This is an optimization exercise on Yosys and OpenROAD, whose aim is small area, not a production implementation.
RTL that was checked went through simulation tests only; none was proved equivalent to the original.
Power is estimated from default activity; no workload was simulated.

==> module window_shifter, before the edit <==
module window_shifter (
    input  logic                  clk_500,
    input  logic                  rst,
    input  sampler_pkg::ch_bits_t det,      
    output logic [sampler_pkg::N_CH*sampler_pkg::WINDOW-1:0] window,   
    output logic [sampler_pkg::WINDOW-1:0] valid   
);
    localparam int W = sampler_pkg::WINDOW;
    logic [sampler_pkg::N_CH*W-1:0] hist_q;   
    always_ff @(posedge clk_500) begin
        for (int c = 0; c < sampler_pkg::N_CH; c++) begin
            hist_q[c*W +: W] <= {~det[c], hist_q[c*W+1 +: W-1]};
        end
    end
    assign window = ~hist_q;
    always_ff @(posedge clk_500) begin
        if (rst) begin
            valid <= '0;
        end else begin
            valid <= {1'b1, valid[W-1:1]};
        end
    end
endmodule
==> module event_capture, before the edit <==
module event_capture (
    input  logic                  clk_500,
    input  logic                  rst,
    input  logic [sampler_pkg::N_CH*sampler_pkg::WINDOW-1:0] window,   
    input  logic [sampler_pkg::WINDOW-1:0] valid,   
    input  logic                  trig,          
    input  logic                  event_saved,   
    output sampler_pkg::capture_t evt            
);
    localparam int W = sampler_pkg::WINDOW;
    logic reading_q;   
    logic waiting_q;   
    logic ready_q;     
    always_ff @(posedge clk_500) begin
        if (rst) begin
            reading_q <= 1'b0;
            waiting_q <= 1'b0;
            ready_q   <= 1'b0;
        end else begin
            reading_q <= trig & ~reading_q & ~waiting_q;
            waiting_q <= reading_q | (waiting_q & ~event_saved);
            ready_q   <= reading_q;
        end
    end
    logic [W-1:0] take;   
    assign take = {W{ready_q}} & valid;
    logic [sampler_pkg::N_CH*W-1:0] frame;
    for (genvar c = 0; c < sampler_pkg::N_CH; c++) begin : g_out
        assign frame[c*W +: W] = window[c*W +: W] & take;
    end
    assign evt = {ready_q, frame};
endmodule
==> module sampler_top, before the edit <==
module sampler_top (
    input  logic                  clk_500,
    input  logic                  rst,
    input  sampler_pkg::ch_bits_t ch_n,          
    input  logic                  trig,          
    input  logic                  event_saved,   
    output sampler_pkg::capture_t evt            
);
    sampler_pkg::ch_bits_t det;      
    logic [sampler_pkg::N_CH*sampler_pkg::WINDOW-1:0] window;   
    logic [sampler_pkg::WINDOW-1:0] valid;   
    for (genvar c = 0; c < sampler_pkg::N_CH; c++) begin : g_sync
        pulse_sync i_pulse_sync (
            .clk_500 (clk_500),
            .rst     (rst),
            .pulse_n (ch_n[c]),
            .det     (det[c])
        );
    end
    window_shifter i_window_shifter (
        .clk_500 (clk_500),
        .rst     (rst),
        .det     (det),
        .window  (window),
        .valid   (valid)
    );
    event_capture i_event_capture (
        .clk_500     (clk_500),
        .rst         (rst),
        .window      (window),
        .valid       (valid),
        .trig        (trig),
        .event_saved (event_saved),
        .evt         (evt)
    );
endmodule
export LEC_CHECK = 0
export CAP_MARGIN = 20
export CORE_AREA = 2 2 658 88
export DIE_AREA = 0 0 660 90
export SLEW_MARGIN = 20
create_clock -name core_clock -period 3.0 [get_ports {clk_500}]
run.sh (not shown) runs the stock make flow with config.mk's settings and CLKGATE_MAP_FILE= SYNTH_SCRIPT=/design/flow/synth_recipe.tcl, a recipe that flattens the netlist after the stock synthesis.
The baseline finished with setup timing left.
Then changed:
--- a/flow/design.v
+++ b/flow/design.v
@@ -38,7 +38,7 @@
     input  logic                  rst,
     input  sampler_pkg::ch_bits_t det,      
     output logic [sampler_pkg::N_CH*sampler_pkg::WINDOW-1:0] window,   
-    output logic [sampler_pkg::WINDOW-1:0] valid   
+    output logic [6:0]            age       
 );
     localparam int W = sampler_pkg::WINDOW;
     logic [sampler_pkg::N_CH*W-1:0] hist_q;   
@@ -50,9 +50,9 @@
     assign window = ~hist_q;
     always_ff @(posedge clk_500) begin
         if (rst) begin
-            valid <= '0;
-        end else begin
-            valid <= {1'b1, valid[W-1:1]};
+            age <= '0;
+        end else if (!age[6]) begin
+            age <= age + 7'd1;
         end
     end
 endmodule
@@ -63,7 +63,7 @@
     input  logic                  clk_500,
     input  logic                  rst,
     input  logic [sampler_pkg::N_CH*sampler_pkg::WINDOW-1:0] window,   
-    input  logic [sampler_pkg::WINDOW-1:0] valid,   
+    input  logic [6:0]            age,           
     input  logic                  trig,          
     input  logic                  event_saved,   
     output sampler_pkg::capture_t evt            
@@ -83,8 +83,21 @@
             ready_q   <= reading_q;
         end
     end
-    logic [W-1:0] take;   
-    assign take = {W{ready_q}} & valid;
+    logic [8:0] hi_gt;   
+    logic [8:0] hi_eq;   
+    logic [7:0] lo_ge;   
+    logic [W-1:0] take;  
+    for (genvar i = 0; i < 9; i++) begin : g_hi
+        assign hi_gt[i] = ready_q & (age[6:3] >  4'(i));
+        assign hi_eq[i] = ready_q & (age[6:3] == 4'(i));
+    end
+    for (genvar j = 0; j < 8; j++) begin : g_lo
+        assign lo_ge[j] = (age[2:0] >= 3'(j));
+    end
+    for (genvar b = 0; b < W; b++) begin : g_take
+        localparam int K = W - b;   
+        assign take[b] = hi_gt[K/8] | (hi_eq[K/8] & lo_ge[K%8]);
+    end
     logic [sampler_pkg::N_CH*W-1:0] frame;
     for (genvar c = 0; c < sampler_pkg::N_CH; c++) begin : g_out
         assign frame[c*W +: W] = window[c*W +: W] & take;
@@ -104,7 +117,7 @@
 );
     sampler_pkg::ch_bits_t det;      
     logic [sampler_pkg::N_CH*sampler_pkg::WINDOW-1:0] window;   
-    logic [sampler_pkg::WINDOW-1:0] valid;   
+    logic [6:0]            age;      
     for (genvar c = 0; c < sampler_pkg::N_CH; c++) begin : g_sync
         pulse_sync i_pulse_sync (
             .clk_500 (clk_500),
@@ -118,13 +131,13 @@
         .rst     (rst),
         .det     (det),
         .window  (window),
-        .valid   (valid)
+        .age     (age)
     );
     event_capture i_event_capture (
         .clk_500     (clk_500),
         .rst         (rst),
         .window      (window),
-        .valid       (valid),
+        .age         (age),
         .trig        (trig),
         .event_saved (event_saved),
         .evt         (evt)
Effect:
- The changed run produced a layout that fails on setup timing
- design area goes up by 7.5%
- clock power is about the same
- cell count goes up by 8.6%
- clock skew goes up by 4.6 ps
- non-clock buffer count goes up by 433
The RTL of the first run of this note was laid out without a check of its function.

== run B ==
Another version of the RTL of sampler_top (not shown whole).
Size in the first run: about 1,100 flip-flops, ~1,000 I/O pins.
==> module pulse_sync, before the edit <==
module pulse_sync (
    input  logic clk_500,
    input  logic rst,
    input  logic rst_n,     
    input  logic pulse_n,   
    output logic det_n      
);
    logic s0_q;    
    logic s1_nq;   
    logic s2_q;    
    logic s3_nq;   
    logic s4_q;    
    always_ff @(posedge clk_500) begin
        s0_q  <= ~(rst | pulse_n);
        s1_nq <= ~(rst_n & s0_q);
        s2_q  <= ~(rst | s1_nq);
        s3_nq <= ~(rst_n & s2_q);
        s4_q  <= ~(rst | s3_nq);
    end
    assign det_n = s3_nq | s4_q;
endmodule
==> module window_shifter, before the edit <==
module window_shifter (
    input  logic                  clk_500,
    input  logic                  rst,
    input  sampler_pkg::ch_bits_t det_n,    
    output logic [sampler_pkg::N_CH*sampler_pkg::WINDOW-1:0] window_n,   
    output logic [7:1]            lo_q,     
    output logic [8:1]            hi_q      
);
    localparam int W = sampler_pkg::WINDOW;
    logic [sampler_pkg::N_CH*W-1:0] hist_nq;   
    always_ff @(posedge clk_500) begin
        for (int c = 0; c < sampler_pkg::N_CH; c++) begin
            hist_nq[c*W +: W] <= {det_n[c], hist_nq[c*W+1 +: W-1]};
        end
    end
    assign window_n = hist_nq;
    always_ff @(posedge clk_500) begin
        if (rst) begin
            lo_q <= '0;
            hi_q <= '0;
        end else begin
            lo_q <= lo_q[7] ? 7'd0 : {lo_q[6:1], 1'b1};
            hi_q <= hi_q | ({hi_q[7:1], 1'b1} & {8{lo_q[7]}});
        end
    end
endmodule
==> module event_capture, before the edit <==
module event_capture (
    input  logic                  clk_500,
    input  logic                  rst,
    input  logic [7:1]            lo_q,          
    input  logic [8:1]            hi_q,
    input  logic                  trig,          
    input  logic                  event_saved,   
    output logic                  ready,         
    output logic [sampler_pkg::WINDOW-1:0] take_n   
);
    localparam int W = sampler_pkg::WINDOW;
    logic       reading_q;   
    logic       waiting_q;   
    logic [8:0] ready_q;     
    logic [8:1] hi_d;        
    assign hi_d = hi_q | ({hi_q[7:1], 1'b1} & {8{lo_q[7]}});
    always_ff @(posedge clk_500) begin
        if (rst) begin
            reading_q <= 1'b0;
            waiting_q <= 1'b0;
            ready_q   <= '0;
        end else begin
            reading_q <= trig & ~reading_q & ~waiting_q;
            waiting_q <= reading_q | (waiting_q & ~event_saved);
            ready_q   <= {hi_d, 1'b1} & {9{reading_q}};
        end
    end
    logic [9:0] hi_r;    
    logic [7:0] lo_ge;   
    assign hi_r  = {1'b0, ready_q};
    assign lo_ge = {lo_q, 1'b1};
    for (genvar b = 0; b < W; b++) begin : g_take
        localparam int K = W - b;   
        assign take_n[b] = ~(hi_r[K/8+1] | (hi_r[K/8] & lo_ge[K%8]));
    end
    assign ready = ready_q[0];
endmodule
==> module sampler_top, before the edit <==
module sampler_top (
    input  logic                  clk_500,
    input  logic                  rst,
    input  sampler_pkg::ch_bits_t ch_n,          
    input  logic                  trig,          
    input  logic                  event_saved,   
    output sampler_pkg::capture_t evt            
);
    sampler_pkg::ch_bits_t det_n;   
    logic [sampler_pkg::N_CH*sampler_pkg::WINDOW-1:0] window_n;   
    logic [7:1] lo_q;               
    logic [8:1] hi_q;               
    logic       ready;              
    logic [sampler_pkg::WINDOW-1:0] take_n;   
    for (genvar c = 0; c < sampler_pkg::N_CH; c++) begin : g_sync
        pulse_sync i_pulse_sync (
            .clk_500 (clk_500),
            .rst     (rst),
            .rst_n   (~rst),
            .pulse_n (ch_n[c]),
            .det_n   (det_n[c])
        );
    end
    window_shifter i_window_shifter (
        .clk_500  (clk_500),
        .rst      (rst),
        .det_n    (det_n),
        .window_n (window_n),
        .lo_q     (lo_q),
        .hi_q     (hi_q)
    );
    event_capture i_event_capture (
        .clk_500     (clk_500),
        .rst         (rst),
        .lo_q        (lo_q),
        .hi_q        (hi_q),
        .trig        (trig),
        .event_saved (event_saved),
        .ready       (ready),
        .take_n      (take_n)
    );
    logic [sampler_pkg::N_CH*sampler_pkg::WINDOW-1:0] frame;
    for (genvar c = 0; c < sampler_pkg::N_CH; c++) begin : g_out
        assign frame[c*sampler_pkg::WINDOW +: sampler_pkg::WINDOW] =
            ~(window_n[c*sampler_pkg::WINDOW +: sampler_pkg::WINDOW] | take_n);
    end
    assign evt = {ready, frame};
endmodule
Settings: LEC_CHECK=0, ABC_AREA=1, ABC_CLOCK_PERIOD_IN_PS=100000, CAP_MARGIN=20, CORE_AREA=2 2 214 214, DIE_AREA=0 0 216 216, SETUP_SLACK_MARGIN=0.05, SLEW_MARGIN=20, SYNTH_HIERARCHICAL=1; clock period 3.0 ns.
standard.sh (not shown) runs the stock make flow with config.mk's settings and CLKGATE_MAP_FILE= SYNTH_SCRIPT=/design/flow/synth_recipe.tcl, a recipe that flattens the netlist after the stock synthesis.
==> flow/flow/run.sh <==
#!/bin/bash
# Standard ORFS layout with two changes: the port buffers are the smallest
# buffer (buf_1) instead of the delay buffer buffer_ports picks by default,
# and CTS inserts no dummy loads. Each ORFS step logs to orfs/logs/; make's
# own output goes to standard.log.
set -uo pipefail
export BUFFER_PORTS_ARGS="-buffer_cell sky130_fd_sc_hd__buf_1"
export PLACE_PINS_ARGS="-min_distance 1 -min_distance_in_tracks"
export CTS_ARGS="-sink_clustering_enable -repair_clock_nets -dont_use_dummy_load -buf_list {sky130_fd_sc_hd__clkbuf_8} -sink_clustering_size 20 -sink_clustering_max_diameter 45"
bash standard.sh > standard.log 2>&1
Changes in run D relative to run B:
--- a/flow/design.v
+++ b/flow/design.v
@@ -17,23 +17,22 @@
 module pulse_sync (
     input  logic clk_500,
     input  logic rst,
-    input  logic rst_n,     
     input  logic pulse_n,   
     output logic det_n      
 );
     logic s0_q;    
-    logic s1_nq;   
+    logic s1_q;    
     logic s2_q;    
-    logic s3_nq;   
-    logic s4_q;    
+    logic s3_q;    
+    logic s4_nq;   
     always_ff @(posedge clk_500) begin
         s0_q  <= ~(rst | pulse_n);
-        s1_nq <= ~(rst_n & s0_q);
-        s2_q  <= ~(rst | s1_nq);
-        s3_nq <= ~(rst_n & s2_q);
-        s4_q  <= ~(rst | s3_nq);
+        s1_q  <= s0_q;
+        s2_q  <= s1_q;
+        s3_q  <= s2_q;
+        s4_nq <= ~s3_q;
     end
-    assign det_n = s3_nq | s4_q;
+    assign det_n = ~(s3_q & s4_nq);
 endmodule
 `default_nettype wire
 `timescale 1ns/10ps
@@ -44,7 +43,7 @@
     input  sampler_pkg::ch_bits_t det_n,    
     output logic [sampler_pkg::N_CH*sampler_pkg::WINDOW-1:0] window_n,   
     output logic [7:1]            lo_q,     
-    output logic [8:1]            hi_q      
+    output logic [9:1]            hi_q      
 );
     localparam int W = sampler_pkg::WINDOW;
     logic [sampler_pkg::N_CH*W-1:0] hist_nq;   
@@ -60,7 +59,7 @@
             hi_q <= '0;
         end else begin
             lo_q <= lo_q[7] ? 7'd0 : {lo_q[6:1], 1'b1};
-            hi_q <= hi_q | ({hi_q[7:1], 1'b1} & {8{lo_q[7]}});
+            hi_q <= hi_q | ({hi_q[8:1], 1'b1} & {9{lo_q[7]}});
         end
     end
 endmodule
@@ -71,7 +70,7 @@
     input  logic                  clk_500,
     input  logic                  rst,
     input  logic [7:1]            lo_q,          
-    input  logic [8:1]            hi_q,
+    input  logic [9:1]            hi_q,
     input  logic                  trig,          
     input  logic                  event_saved,   
     output logic                  ready,         
@@ -80,9 +79,9 @@
     localparam int W = sampler_pkg::WINDOW;
     logic       reading_q;   
     logic       waiting_q;   
-    logic [8:0] ready_q;     
-    logic [8:1] hi_d;        
-    assign hi_d = hi_q | ({hi_q[7:1], 1'b1} & {8{lo_q[7]}});
+    logic [9:0] ready_q;     
+    logic [9:1] hi_d;        
+    assign hi_d = hi_q | ({hi_q[8:1], 1'b1} & {9{lo_q[7]}});
     always_ff @(posedge clk_500) begin
         if (rst) begin
             reading_q <= 1'b0;
@@ -91,15 +90,15 @@
         end else begin
             reading_q <= trig & ~reading_q & ~waiting_q;
             waiting_q <= reading_q | (waiting_q & ~event_saved);
-            ready_q   <= {hi_d, 1'b1} & {9{reading_q}};
+            ready_q   <= {hi_d, 1'b1} & {10{reading_q}};
         end
     end
-    logic [9:0] hi_r;    
+    logic [10:0] hi_r;   
     logic [7:0] lo_ge;   
     assign hi_r  = {1'b0, ready_q};
     assign lo_ge = {lo_q, 1'b1};
     for (genvar b = 0; b < W; b++) begin : g_take
-        localparam int K = W - b;   
+        localparam int K = W + 4 - b;   
         assign take_n[b] = ~(hi_r[K/8+1] | (hi_r[K/8] & lo_ge[K%8]));
     end
     assign ready = ready_q[0];
@@ -118,14 +117,13 @@
     sampler_pkg::ch_bits_t det_n;   
     logic [sampler_pkg::N_CH*sampler_pkg::WINDOW-1:0] window_n;   
     logic [7:1] lo_q;               
-    logic [8:1] hi_q;               
+    logic [9:1] hi_q;               
     logic       ready;              
     logic [sampler_pkg::WINDOW-1:0] take_n;   
     for (genvar c = 0; c < sampler_pkg::N_CH; c++) begin : g_sync
         pulse_sync i_pulse_sync (
             .clk_500 (clk_500),
             .rst     (rst),
-            .rst_n   (~rst),
             .pulse_n (ch_n[c]),
             .det_n   (det_n[c])
         );
@@ -149,10 +147,22 @@
         .take_n      (take_n)
     );
     logic [sampler_pkg::N_CH*sampler_pkg::WINDOW-1:0] frame;
-    for (genvar c = 0; c < sampler_pkg::N_CH; c++) begin : g_out
-        assign frame[c*sampler_pkg::WINDOW +: sampler_pkg::WINDOW] =
-            ~(window_n[c*sampler_pkg::WINDOW +: sampler_pkg::WINDOW] | take_n);
+    for (genvar i = 0; i < sampler_pkg::N_CH*sampler_pkg::WINDOW; i++) begin : g_out
+        evt_gate i_evt_gate (
+            .win_n  (window_n[i]),
+            .take_n (take_n[i % sampler_pkg::WINDOW]),
+            .evt    (frame[i])
+        );
     end
     assign evt = {ready, frame};
 endmodule
 `default_nettype wire
+`default_nettype none
+module evt_gate (
+    input  logic win_n,    
+    input  logic take_n,   
+    output logic evt       
+);
+    assign evt = ~(win_n | take_n);
+endmodule
+`default_nettype wire
Notes after the runs:
Run D went all the way through the flow, and no timing, DRC or antenna check failed.
Run D -> run B: clock distribution area overhead in the final layout flat
Per the comparison of run D with run B, part of the power in the clock network went down by 0.6 points, via count of the first global-routing pass saw a decrease, number of nets in the synthesized netlist moved down, count of fill cells added during filler insertion moved up.
Run D vs run B, final design utilization went down by 1.2 points.
Per the comparison of run D with run B, switching fraction of total power increased 0.38 points; global-route wire length before repair decreased about 1.9%.
Comparing run D and run B, final cell count is higher on run B.
Of the two values seen for critical path launch point, i_event_capture.ready_q[7] was produced by run B and i_window_shifter.lo_q[4] by run D.
Wire length on met2 (run D vs. run B) decreases by a few percent
For run B, only the layout was checked, not whether the RTL still works.

-- separate check: timing with driven ports --
Ports are ideal in the flow. The routed layouts listed here were re-timed in OpenROAD.
Step 1, drivers: a clkbuf_16 drives clk_500 and a buf_2 each remaining input, both assumed.
Step 2 times the ports against the registers' clock, not the clock port: input delays grow and output delays shrink by t, the midpoint of the rising clock arrivals with the driver on.
Slacks: ideal ports / drivers / drivers and shift; pairs: ideal ports / drivers.
| run | t, ns | slack for setup (ns) | clock arrival spread, ns | worst register clock-pin slew, ns | worst slew at a driven data input, ns |
|---|---|---|---|---|---|
| the first run of note 1 | 0.703 | -0.071 / -0.158 / 0.545 | 0.036 / 0.036 | 0.10 / 0.10 | 0.15 |
| the second run of note 1 | 0.703 | -0.402 / -0.477 / 0.226 | 0.035 / 0.034 | 0.10 / 0.10 | 0.05 |
| run B | 0.725 | 0.115 / 0.055 / 0.780 | 0.083 / 0.083 | 0.12 / 0.12 | 0.11 |
| run D | 0.742 | 0.152 / 0.093 / 0.835 | 0.088 / 0.088 | 0.11 / 0.11 | 0.21 |
